Context: an optimization exercise on an open-source flow, tuned for small area and a short achievable clock period. The choices shown serve that exercise and are no tape-out recipe. Where RTL was checked, it was by simulation tests only, not by an equivalence proof against the original. Power is estimated from default activity; no workload was simulated.

willow:
Design scopeCore, start of the top module:
module scopeCore (
	input logic clk_flash,
	input logic rstN,
	input logic [4*8-1:0] flashData,  
	input logic [8-1:0] threshLow,  
	input logic [8-1:0] threshHigh,
	input logic fallingEdge,
	input logic [(10 + 1)-1:0] tot,
	input logic [4-1:0] chanEnable,
	input logic [1:0] coinReq,
	input logic [8-1:0] holdTime,
	input logic allowSameChan,
	input logic noSelfTrig,
	input logic isFirst,
	input logic isLast,
	input logic [1:0] trigIn,  
	input logic startTrigger,
	input logic [10-1:0] triggerPoint,
	input logic [10-1:0] nsmp,
	input logic [5-1:0] downsample,
	input logic highRes,
	output logic [1:0] trigOut,  
	output logic trigger,
	output logic [4-1:0] inRange,  
	output logic acquiring,
	output logic dataReady,
	output logic [10-1:0] wrAddress,
	output logic [10-1:0] trigPointAddr,
	output logic [4*8-1:0] dout  
);
Size: about 2400 cells after synthesis, ~270 flip-flops.
clock: 5.0 ns
lec_check: 0
abc_area: 1
cap_margin: 20
core_margin: 2
core_utilization: 55
setup_slack_margin: 3.1
slew_margin: 20
tns_end_percent: 1
standard.sh (not shown) runs the stock make flow with config.mk's settings and CLKGATE_MAP_FILE= SYNTH_SCRIPT=/design/flow/synth_recipe.tcl, a recipe that flattens the netlist after the stock synthesis.
==> flow/flow/run.sh <==
#!/bin/bash
# Layout flow: the standard ORFS flow (standard synthesis included), with the
# ports buffered by a plain buffer instead of the weakest delay cell;
# nothing else changed.
set -euo pipefail
export BUFFER_PORTS_ARGS="-buffer_cell sky130_fd_sc_hd__buf_2"

bash standard.sh finish > make_finish.log 2>&1
What tundra does differently from willow at the input level:
# willow
export LEC_CHECK = 0
export ABC_AREA = 1
export CAP_MARGIN = 20
export CORE_MARGIN = 2
export CORE_UTILIZATION = 55
export SETUP_SLACK_MARGIN = 3.1
export SLEW_MARGIN = 20
export TNS_END_PERCENT = 1
create_clock -name core_clock -period 5.0 [get_ports {clk_flash}]
# tundra
export LEC_CHECK = 0
export ABC_AREA = 1
export CAP_MARGIN = 20
export CORE_MARGIN = 2
export CORE_UTILIZATION = 40
export SETUP_SLACK_MARGIN = 2.9
export SLEW_MARGIN = 20
create_clock -name core_clock -period 5.0 [get_ports {clk_flash}]
==> flow/run.sh (new file) <==
#!/bin/bash
# synth_recipe.tcl (not shown) runs the flow's synth.tcl, then flattens the netlist and writes it again
# the make line also repeats each setting of config.mk as NAME=value (left out here)
make -C /OpenROAD-flow-scripts/flow DESIGN_CONFIG=/design/flow/config.mk WORK_HOME=/design/flow/orfs CLKGATE_MAP_FILE= SYNTH_SCRIPT=/design/flow/synth_recipe.tcl finish
removed: flow/flow/run.sh
removed: flow/standard.sh
[summary]
Having completed the whole flow, tundra delivered a layout that passed the timing, DRC and antenna checks. willow vs tundra, cell with the biggest individual delay on the critical path: nand2_2 vs nor2_4. Arrival time reported for the critical path endpoint on tundra is down relative to willow. willow → tundra: slew at the pin closest to its max-slew limit has decreased; fraction of area in multi-input gates has decreased; power has increased. willow ended up with downsample[0] as its startpoint of the worst setup timing path; tundra ended up with downsample[1]. Going from willow to tundra, number of non-clock inverters grows by 3.
--- input diff tundra..violet ---
# tundra
export LEC_CHECK = 0
export ABC_AREA = 1
export CAP_MARGIN = 20
export CORE_MARGIN = 2
export CORE_UTILIZATION = 40
export SETUP_SLACK_MARGIN = 2.9
export SLEW_MARGIN = 20
create_clock -name core_clock -period 5.0 [get_ports {clk_flash}]
# violet
export LEC_CHECK = 0
export ABC_AREA = 1
export CAP_MARGIN = 0
export CORE_MARGIN = 2
export CORE_UTILIZATION = 60
export SETUP_SLACK_MARGIN = 3.1
export SLEW_MARGIN = 0
export TNS_END_PERCENT = 1
create_clock -name core_clock -period 5.0 [get_ports {clk_flash}]
==> flow/flow/run.sh (new file) <==
#!/bin/bash
# Layout flow: the standard ORFS flow (standard synthesis included), with the
# ports buffered by a plain buffer instead of the weakest delay cell;
# nothing else changed.
set -euo pipefail
export BUFFER_PORTS_ARGS="-buffer_cell sky130_fd_sc_hd__buf_2"

bash standard.sh finish > make_finish.log 2>&1
==> flow/standard.sh (new file) <==
#!/bin/bash
# synth_recipe.tcl (not shown) runs the flow's synth.tcl, then flattens the netlist and writes it again
# the make line also repeats each setting of config.mk as NAME=value (left out here)
make -C /OpenROAD-flow-scripts/flow DESIGN_CONFIG=/design/flow/config.mk WORK_HOME=/design/flow/orfs CLKGATE_MAP_FILE= SYNTH_SCRIPT=/design/flow/synth_recipe.tcl "${@:-finish}"
removed: flow/run.sh
==> comparison <==
Diff tundra -> violet: placed wire-length estimate dropped about 9%; final cell count dropped about 8%.
Going from tundra to violet, the highest clock frequency the design can meet was found to have gone up by about 1.4%.
Of violet and tundra, the lower buffer and inverter count on the worst path belongs to violet.
Changes in xenon relative to violet:
# violet
export LEC_CHECK = 0
export ABC_AREA = 1
export CAP_MARGIN = 0
export CORE_MARGIN = 2
export CORE_UTILIZATION = 60
export SETUP_SLACK_MARGIN = 3.1
export SLEW_MARGIN = 0
export TNS_END_PERCENT = 1
create_clock -name core_clock -period 5.0 [get_ports {clk_flash}]
# xenon
export LEC_CHECK = 0
export ABC_AREA = 1
export CAP_MARGIN = 20
export CORE_MARGIN = 2
export CORE_UTILIZATION = 70
export SETUP_SLACK_MARGIN = 3.1
export SLEW_MARGIN = 20
export TNS_END_PERCENT = 1
create_clock -name core_clock -period 5.0 [get_ports {clk_flash}]
Findings:
- xenon ends up with a number of buffers and inverters on the critical path that is 2 higher than in violet.
- Compared with violet, in xenon overall die area shrank by 14%; register-to-register slack shows a reduction of 0.29 ns; fmax has decreased; largest driver fanout on the critical path has increased.
- xenon ran to completion and came out clean on the timing, DRC and antenna checks.
- Where total power consumption of the routed design is concerned, violet is better than xenon.
- Type of the setup path with the least slack: primary input to flip-flop -> xenon, flip-flop to output pin -> violet
- Detailed-route wire length went up by more than a quarter going from violet to xenon.
- The internal power contribution reported for xenon is greater than that of violet by 1.9%.
- The total core area of xenon was superior to that of violet.


== lane 1 ==
Another version of the RTL of scopeCore (not shown whole).
Size in the first run: about 1800 cells after synthesis, ~170 I/O pins.
export LEC_CHECK = 0
export ABC_CLOCK_PERIOD_IN_PS = 1800
export CAP_MARGIN = 20
export CORE_MARGIN = 2
export CORE_UTILIZATION = 40
export SETUP_SLACK_MARGIN = 2.9
export SLEW_MARGIN = 20
create_clock -name core_clock -period 5.0 [get_ports {clk_flash}]
run.sh (not shown) runs the stock make flow with config.mk's settings and CLKGATE_MAP_FILE= SYNTH_SCRIPT=/design/flow/synth_recipe.tcl, a recipe that flattens the netlist after the stock synthesis.
Stock flow here: none of the scripts above is used.
Here is what was changed in the inputs of lane 2 compared with lane 1.
- ABC_CLOCK_PERIOD_IN_PS now 2000, was 1800
- SETUP_SLACK_MARGIN now 2.6, was 2.9
--- outcome ---
Across lane 2 and lane 1, the outcome is the same: a clean finish for every run. Post-synthesis to final-layout area growth: higher on lane 1. Wire: lane 2 routes less than lane 1. Final core area utilization ends up higher on lane 1. In lane 2, the clock period minus final worst setup slack came out 0.090 ns below the value in lane 1.
No run of this note included a check of the RTL's function; only the layout flow was run.


Setup of run 1:
scopeCore with an RTL version that a note above also has.
For scale: ~1800 cells after synthesis, about 16000 um^2 of cells after synthesis.
==> flow/config.mk <==
export PLATFORM = sky130hd
export DESIGN_NAME = scopeCore
export DESIGN_NICKNAME = scopeCore
export VERILOG_FILES = /design/flow/design.v
export SDC_FILE = /design/flow/constraint.sdc
export NUM_CORES = 4
export LEC_CHECK = 0
export CAP_MARGIN = 20
export CORE_MARGIN = 2
export CORE_UTILIZATION = 60
export SETUP_SLACK_MARGIN = 3.1
export SLEW_MARGIN = 20
export TNS_END_PERCENT = 1
==> flow/constraint.sdc <==
create_clock -name core_clock -period 5.0 [get_ports {clk_flash}]
set_input_delay 1.0000 -clock core_clock [delete_from_list [all_inputs] [get_ports {clk_flash}]]
set_output_delay 1.0000 -clock core_clock [all_outputs]
set_load 0.01 [all_outputs]
standard.sh (not shown) runs the stock make flow with config.mk's settings and CLKGATE_MAP_FILE= SYNTH_SCRIPT=/design/flow/synth_recipe.tcl, a recipe that flattens the netlist after the stock synthesis.
==> flow/flow/run.sh <==
#!/bin/bash
# Layout flow: the standard ORFS flow (standard synthesis included), with the
# ports buffered by a plain buffer instead of the weakest delay cell;
# nothing else changed.
set -euo pipefail
export BUFFER_PORTS_ARGS="-buffer_cell sky130_fd_sc_hd__buf_2"

bash standard.sh finish > make_finish.log 2>&1
Run 1 has completed all stages; timing, DRC and antenna checks passed.
Inputs modified between run 1 and run 2:
Settings: ABC_AREA: unset -> 1.
==> flow/run.sh (new file) <==
#!/bin/bash
# synth_recipe.tcl (not shown) runs the flow's synth.tcl, then flattens the netlist and writes it again
# the make line also repeats each setting of config.mk as NAME=value (left out here)
make -C /OpenROAD-flow-scripts/flow DESIGN_CONFIG=/design/flow/config.mk WORK_HOME=/design/flow/orfs CLKGATE_MAP_FILE= SYNTH_SCRIPT=/design/flow/synth_recipe.tcl finish
removed: flow/flow/run.sh
removed: flow/standard.sh
### Flow results
Run 2 completed end to end with timing, DRC and antenna clean.
Via count of the first global-routing pass for run 2 is higher than for run 1.
Run 2 — post-DP HPWL 7200 um higher, run 1 as reference
Cell count: run 1 and run 2 compared, lower one is run 1
In run 2 the area share of xor/xnor cells in the synthesized design turned out 2.1 points lower than in run 1.
Of the two values seen for startpoint of the worst setup timing path, downsample[0] was produced by run 1 and downsample[1] by run 2.
Run 1 vs run 2, top metal layer carrying routed signals: met5 vs met4
--- input diff run 2..run 3 ---
Settings: TNS_END_PERCENT changed from 1 to 0.
==> flow/flow/run.sh (new file) <==
#!/bin/bash
# Layout flow: the standard ORFS flow (standard synthesis included), with the
# ports buffered by a plain buffer instead of the weakest delay cell;
# nothing else changed.
set -euo pipefail
export BUFFER_PORTS_ARGS="-buffer_cell sky130_fd_sc_hd__buf_2"

bash standard.sh finish > make_finish.log 2>&1
==> flow/standard.sh (new file) <==
#!/bin/bash
# synth_recipe.tcl (not shown) runs the flow's synth.tcl, then flattens the netlist and writes it again
# the make line also repeats each setting of config.mk as NAME=value (left out here)
make -C /OpenROAD-flow-scripts/flow DESIGN_CONFIG=/design/flow/config.mk WORK_HOME=/design/flow/orfs CLKGATE_MAP_FILE= SYNTH_SCRIPT=/design/flow/synth_recipe.tcl "${@:-finish}"
removed: flow/run.sh
[summary]
Compared with run 2, run 3 shows a number of buffers and inverters on the critical path that is 1 higher. Summary of run 3 over run 2: global-route usage decreased 1.7 points; routed via count decreased 3.8%; time the worst path needs with I/O delays and setup decreased 0.041 ns. Hold slack for run 3 is lower than for run 2. Of run 3 and run 2, the run reporting the higher number of cells on the worst reg-to-reg path was run 3.
The following lists how run 4 was set up differently from run 3:
Settings: PLACE_DENSITY: unset -> 0.7; TNS_END_PERCENT: 0 -> 1.
--- outcome ---
- Diff run 3 -> run 4 | worst slew slack as a fraction of its limit | decrease of 6.4 points
- Run 3 has a higher share of power burned in combinational logic than run 4.
- The termination of the worst setup path comes out gChan[3].uChan.totCount[6] in one run and acquiring in the other, namely in run 3 and run 4 respectively.
- On run 4: clock power share is 1.3 points higher than what run 3 gave.
- Changes observed in run 4 relative to run 3: worst setup slack after layout higher; total stage count of the critical path lower.
Input-level comparison between run 5 and run 4:
Settings: changing CORE_UTILIZATION from 60 to 40; changing TNS_END_PERCENT from 1 to 5; removing PLACE_DENSITY (formerly 0.7); changing SETUP_SLACK_MARGIN from 3.1 to 2.9.
==> flow/run.sh (new file) <==
#!/bin/bash
# synth_recipe.tcl (not shown) runs the flow's synth.tcl, then flattens the netlist and writes it again
# the make line also repeats each setting of config.mk as NAME=value (left out here)
make -C /OpenROAD-flow-scripts/flow DESIGN_CONFIG=/design/flow/config.mk WORK_HOME=/design/flow/orfs CLKGATE_MAP_FILE= SYNTH_SCRIPT=/design/flow/synth_recipe.tcl finish
removed: flow/flow/run.sh
removed: flow/standard.sh
Results
Taking run 4 as the reference point, the later-pin clock latency in the skew report of run 5 falls by 0.02 ns.
Diff run 4 -> run 5 | wire length | up by more than 10%
Combinational cell fraction of total power was higher in run 5 than in run 4.
Diff run 4..run 5 | final setup violation count | unchanged
Comparing run 5 and run 4, sum of met3 wire segment lengths after detailed routing is lower on run 4.
| part of the cycle the worst path needs | run 5 vs run 4 | 1.9 points higher |
The amount of wire on met2 after detailed routing of run 5 exceeds that of run 4 by about 9%.
Comparing the two runs side by side, run 5 comes out behind run 4 on post-layout instance area.
Compared to run 4, run 5 reaches a lower achievable clock.
Lower number of vias after detailed routing was reported by run 4, not run 5.


the reference run:
scopeCore again, from the RTL that the note above started with.
export LEC_CHECK = 0
export ABC_AREA = 1
export CAP_MARGIN = 20
export CORE_MARGIN = 2
export CORE_UTILIZATION = 60
export SETUP_SLACK_MARGIN = 2.9
export SLEW_MARGIN = 20
export TNS_END_PERCENT = 1
create_clock -name core_clock -period 5.0 [get_ports {clk_flash}]
==> flow/flow/run.sh <==
#!/bin/bash
# Layout flow: the standard ORFS flow (standard synthesis included), with the
# ports buffered by a plain buffer instead of the weakest delay cell;
# nothing else changed.
set -euo pipefail
export BUFFER_PORTS_ARGS="-buffer_cell sky130_fd_sc_hd__buf_2"

bash standard.sh finish > make_finish.log 2>&1
The following lists how the trial run was set up differently from the reference run:
Settings: SETUP_SLACK_MARGIN: 2.9 -> 3.1.
diff --git a/flow/flow/run.sh b/flow/flow/run.sh
--- a/flow/flow/run.sh
+++ b/flow/flow/run.sh
@@ -3,2 +3,2 @@
-# ports buffered by a plain buffer instead of the weakest delay cell;
-# nothing else changed.
+# ports buffered by a plain buffer instead of the weakest delay cell, and clock
+# tree synthesis without dummy loads; nothing else changed.
@@ -7 +7 @@
-
+export CTS_ARGS="-sink_clustering_enable -repair_clock_nets -dont_use_dummy_load"
Results
- Re critical path depth: the reference run was lower than the trial run.
- The trial run vs. the reference run: storage element area higher, sequential share of layout area went up by 0.25 points, final area shows a reduction of about 0.37%, reported leakage power shows a reduction of about 0.7%.


Another version of the RTL of scopeCore (not shown whole).
For scale: ~2,000 cells after synthesis, ~270 flip-flops, about 17,000 um^2 of cells after synthesis.
make LEC_CHECK=0 ABC_CLOCK_PERIOD_IN_PS=2000 CAP_MARGIN=20 CORE_MARGIN=2 CORE_UTILIZATION=40 SETUP_SLACK_MARGIN=2.6 SLEW_MARGIN=20 finish   # period 5.0 ns
run.sh (not shown) runs the stock make flow with config.mk's settings and CLKGATE_MAP_FILE= SYNTH_SCRIPT=/design/flow/synth_recipe.tcl, a recipe that flattens the netlist after the stock synthesis.
Stock flow here: none of the scripts above is used.
The baseline passed the timing, DRC and antenna checks.
Edit:
ABC_CLOCK_PERIOD_IN_PS = unset   (was 2000)
SETUP_SLACK_MARGIN = unset   (was 2.6)
Die area is unchanged.
Via count falls by a few percent.
Final cell count decreases by a few percent.
Function was not checked in any run of this note: the RTL went through the layout flow alone.


scopeCore with an RTL version that a note above also has.
Size in the first run: about 2,400 cells after synthesis, about 270 flip-flops, ~170 I/O pins.
export LEC_CHECK = 0
export ABC_AREA = 1
export CAP_MARGIN = 20
export CORE_MARGIN = 2
export CORE_UTILIZATION = 60
export GPL_ROUTABILITY_DRIVEN = 0
export SETUP_SLACK_MARGIN = 3.1
export SLEW_MARGIN = 20
export TNS_END_PERCENT = 1
create_clock -name core_clock -period 5.0 [get_ports {clk_flash}]
standard.sh (not shown) runs the stock make flow with config.mk's settings and CLKGATE_MAP_FILE= SYNTH_SCRIPT=/design/flow/synth_recipe.tcl, a recipe that flattens the netlist after the stock synthesis.
==> flow/flow/run.sh <==
#!/bin/bash
# Layout flow: the standard ORFS flow (standard synthesis included), with the
# ports buffered by a plain buffer instead of the weakest delay cell;
# nothing else changed.
set -euo pipefail
export BUFFER_PORTS_ARGS="-buffer_cell sky130_fd_sc_hd__buf_2"

bash standard.sh finish > make_finish.log 2>&1
The starting point ran to the end with no violations.
Then changed:
- GPL_ROUTABILITY_DRIVEN: 0 -> default
The new run completed with no timing, DRC or antenna violations; worst setup slack gains 74 ps; wire length increases by 0.51%; sequential power is about the same; power increases by 2.6%; worst hold slack loses 9.6 ps; synthesized cell count is unchanged; first-iteration DRC count decreases by 14%; final area decreases by 0.52%.
Then changed:
- CORE_UTILIZATION: 60 -> 50
After rerunning: The changed run finished clean; combinational power rises by about 4%; power went down by 0.35%; synthesized area is unchanged; worst hold slack got worse by 4.8 ps.
Then changed:
- CORE_UTILIZATION: 50 -> 60
- SETUP_SLACK_MARGIN: 3.1 -> 3.3
=> The new run completed with no timing, DRC or antenna violations. Cell count falls by 2.5%. Sequential share of layout area rises by 0.34 points. Maximum frequency went down by 2.2%. Cell area went down by 1.3%.

[static timing again, ports no longer ideal]
In the flow no input, the clock included, has a driving cell. The finished layouts below were timed again as built, in two steps. Step 1, drivers: a clkbuf_16 drives clk_flash and a buf_2 each remaining input, both assumed. Step 2 moves the port delays by t, midway between the first and last clock arrival at a register: inputs arrive t later, outputs are due t later. That takes back most of the time a late clock gives input paths. Three values: no drivers, after step 1, after step 2; two values: the first two.
| run | t (ns) | setup WS [ns] | latest minus earliest clock arrival (ns) | slew at the worst register clock pin (ns) | pins driven straight from the clock port |
|---|---|---|---|---|---|
| willow | 0.616 | 2.841 / 2.783 / 2.167 | 0.022 / 0.022 | 0.07 / 0.07 | 1 |
| tundra | 0.583 | 2.862 / 2.806 / 2.224 | 0.035 / 0.035 | 0.06 / 0.06 | 1 |
| violet | 0.608 | 2.891 / 2.839 / 2.291 | 0.017 / 0.018 | 0.07 / 0.07 | 1 |
| xenon | 0.626 | 2.650 / 2.640 / 2.014 | 0.013 / 0.012 | 0.07 / 0.07 | 1 |
| lane 1 | 0.573 | 1.938 / 1.898 / 1.324 | 0.017 / 0.017 | 0.06 / 0.06 | 1 |
| lane 2 | 0.572 | 2.028 / 1.988 / 1.416 | 0.028 / 0.028 | 0.06 / 0.06 | 1 |
| run 1 | 0.596 | 2.055 / 2.040 / 1.444 | 0.018 / 0.018 | 0.06 / 0.06 | 1 |
| run 2 | 0.621 | 2.786 / 2.700 / 2.078 | 0.027 / 0.027 | 0.07 / 0.07 | 1 |
| run 3 | 0.601 | 2.827 / 2.806 / 2.204 | 0.007 / 0.007 | 0.07 / 0.07 | 1 |
| run 4 | 0.608 | 2.891 / 2.839 / 2.291 | 0.017 / 0.018 | 0.07 / 0.07 | 1 |
| run 5 | 0.587 | 2.797 / 2.715 / 2.129 | 0.018 / 0.019 | 0.06 / 0.06 | 1 |
| the reference run | 0.611 | 2.820 / 2.766 / 2.157 | 0.019 / 0.019 | 0.07 / 0.07 | 1 |
| the trial run | 0.597 | 2.862 / 2.838 / 2.240 | 0.013 / 0.013 | 0.06 / 0.06 | 1 |
| the first run of note 5 | 0.586 | 1.470 / 1.470 / 0.918 | 0.018 / 0.018 | 0.06 / 0.06 | 1 |
| the second run of note 5 | 0.584 | 1.145 / 1.142 / 0.558 | 0.030 / 0.030 | 0.06 / 0.06 | 1 |
| the first run of note 6 | 0.615 | 2.818 / 2.741 / 2.126 | 0.023 / 0.023 | 0.07 / 0.07 | 1 |
| the second run of note 6 | 0.608 | 2.891 / 2.839 / 2.291 | 0.017 / 0.018 | 0.07 / 0.07 | 1 |
| the third run of note 6 | 0.629 | 2.895 / 2.841 / 2.215 | 0.008 / 0.008 | 0.06 / 0.06 | 1 |
| the fourth run of note 6 | 0.607 | 2.847 / 2.838 / 2.268 | 0.017 / 0.017 | 0.07 / 0.07 | 1 |
After both steps setup and hold are still met in every run listed. For run 2, which loses most, drivers alone change the setup slack by -0.086 ns; drivers and shift together by -0.708 ns.
